This is an optimization exercise on Yosys and OpenROAD, whose aim is small area and a short achievable clock period, not a production implementation.
In this exercise RTL edits were held to simulation tests only and were not proved equivalent to the original.
Power figures rest on the tool's default switching activity, not on a simulated workload.

Setup of the baseline:
// arm_dp_top
module arm_dp_top (
    input  logic                      clk,
    input  logic                      reset,
    input  logic                      instr_valid,
    input  logic [32-1:0]   instr,
    output logic                      wb_valid,
    output logic [4-1:0] wb_addr,
    output logic [32-1:0]   wb_data,
    output logic [3:0]                flags
);
For scale: about 2900 cells after synthesis, roughly 730 flip-flops, ~76 I/O pins, about 36000 um^2 of cells after synthesis.
Settings: LEC_CHECK=0, CAP_MARGIN=20, CORE_MARGIN=2, CORE_UTILIZATION=40, SETUP_SLACK_MARGIN=3.0, SLEW_MARGIN=20; clock period 8.0 ns.
run.sh (not shown) runs the stock make flow with config.mk's settings and CLKGATE_MAP_FILE= SYNTH_SCRIPT=/design/flow/synth_recipe.tcl, a recipe that flattens the netlist after the stock synthesis.
#### Input delta (the candidate over the baseline)
Settings: CORE_UTILIZATION changed from 40 to 60.
==> comparison <==
The candidate ends up with lower post-route total power than the baseline does.
The global-route usage in the candidate sits 14 points above the value recorded for the baseline.
The candidate: worst setup skew after layout is 0.012 ns lower than what the baseline reported.

* * *

arm_dp_top, a different RTL version from the one above (not shown whole).
For scale: ~76 I/O pins.
clock: 8.0 ns
lec_check: 0
abc_area: 1
cap_margin: 20
core_margin: 2
core_utilization: 40
cts_cluster_diameter: 100
cts_cluster_size: 25
setup_slack_margin: 4.5
slew_margin: 20
tns_end_percent: 10
The starting point completed without violations.
==> next run, changes <==
--- a/flow/config.mk
+++ b/flow/config.mk
@@ -12,5 +12,5 @@
 export CTS_CLUSTER_DIAMETER = 100
 export CTS_CLUSTER_SIZE = 25
-export SETUP_SLACK_MARGIN = 4.5
+export SETUP_SLACK_MARGIN = 5.0
 export SLEW_MARGIN = 20
 export TNS_END_PERCENT = 10
The new run went through all stages and came out clean.
Via count goes down by 0.32%.
Final area goes down by 0.56%.
Maximum frequency goes down by 0.85%.
Sequential share of layout area goes up by 0.46 points.
Routed wire length goes down by 1.3%.
Total power is about the same.
Global-route usage goes down by 0.64 points.
Synthesized cell count does not change.
Clock skew goes up by 0.0052 ns.
Worst hold slack is worse by 0.0044 ns.

* * *

arm_dp_top, a different RTL version from the one above (not shown whole).
Size in the first run: roughly 76 I/O pins, roughly 36,000 sq um of cells after synthesis.
==> flow/design.v (excerpt) <==
module arm_dp_top (
    input  logic                      clk,
    input  logic                      reset,
    input  logic                      instr_valid,
    input  logic [32-1:0]   instr,
    output logic                      wb_valid,
    output logic [4-1:0] wb_addr,
    output logic [32-1:0]   wb_data,
    output logic [3:0]                flags
);
Settings: LEC_CHECK=0, CAP_MARGIN=20, CORE_MARGIN=2, CORE_UTILIZATION=40, CTS_CLUSTER_DIAMETER=120, CTS_CLUSTER_SIZE=30, SETUP_SLACK_MARGIN=3.0, SLEW_MARGIN=20; clock period 8.0 ns.
Rerun with:
--- a/flow/config.mk
+++ b/flow/config.mk
@@ -11,3 +11 @@
-export CTS_CLUSTER_DIAMETER = 120
-export CTS_CLUSTER_SIZE = 30
-export SETUP_SLACK_MARGIN = 3.0
+export SETUP_SLACK_MARGIN = 4.0
After rerunning:
- via count went up by 1.0%
- setup slack loses 10 ps
- worst hold slack degrades by 52 ps
- count of clock-buffer cells in the layout climbs by 44
- wire length came out higher by 1.6%

* * *

Another version of the RTL of arm_dp_top (not shown whole).
For scale: about 700 flip-flops, about 76 I/O pins, ~36000 um2 of cells after synthesis.
clock: 8.0 ns
lec_check: 0
abc_area: 1
cap_margin: 20
core_margin: 2
core_utilization: 55
cts_cluster_diameter: 100
cts_cluster_size: 25
setup_slack_margin: 4.5
slew_margin: 20
tns_end_percent: 10
Edit:
Settings changed: CORE_UTILIZATION 55 to 40.
Result: Clock skew is higher by 0.032 ns; cell count is higher by about 7%; clock power is higher by about 9%; power is higher by about 1.7%; sequential power barely changes.
Edit:
Settings changed: SETUP_SLACK_MARGIN 4.5 to 5.0.
Result: Area after synthesis is unchanged; global-route usage fell by 0.72 points; design area came out lower by about 0.44%; wire length went down by about 1.6%; worst setup slack is worse by 0.061 ns; power drops by about 0.6%.
Edit:
Settings changed: SETUP_SLACK_MARGIN 5.0 to 4.0.
Outcome: First-iteration DRC count drops by 5.6%; register-to-register slack loses 0.21 ns; synthesized cell count is unchanged; combinational power barely changes.

## static timing again, ports no longer ideal
In the flow no input, the clock included, has a driving cell. The finished layouts below were timed again as built, in two steps.
Step 1 assumes that a clkbuf_16 drives the clock port and a buf_2 every other input.
Step 2 moves the port delays by t, midway between the first and last clock arrival at a register: inputs arrive t later, outputs are due t later. That takes back most of the time a late clock gives input paths.
a / b / c = no drivers / after step 1 / after step 2; a / b = the first two.
run	t, ns	slack for setup (ns)	worst setup path at the end
the baseline	0.714	2.737 / 2.737 / 2.737	register to register
the candidate	0.675	2.606 / 2.606 / 2.606	register to register
the first run of note 2	0.670	4.049 / 4.049 / 4.049	register to register
the second run of note 2	0.657	4.015 / 4.015 / 4.015	register to register
the first run of note 3	0.734	2.755 / 2.755 / 2.755	register to register
the second run of note 3	0.696	2.744 / 2.744 / 2.744	register to register
the first run of note 4	0.659	3.978 / 3.978 / 3.978	register to register
the second run of note 4	0.672	4.180 / 4.180 / 4.180	register to register
the third run of note 4	0.680	4.119 / 4.119 / 4.119	register to register
the fourth run of note 4	0.675	3.908 / 3.908 / 3.908	register to register
After both steps every run listed still meets setup and hold.
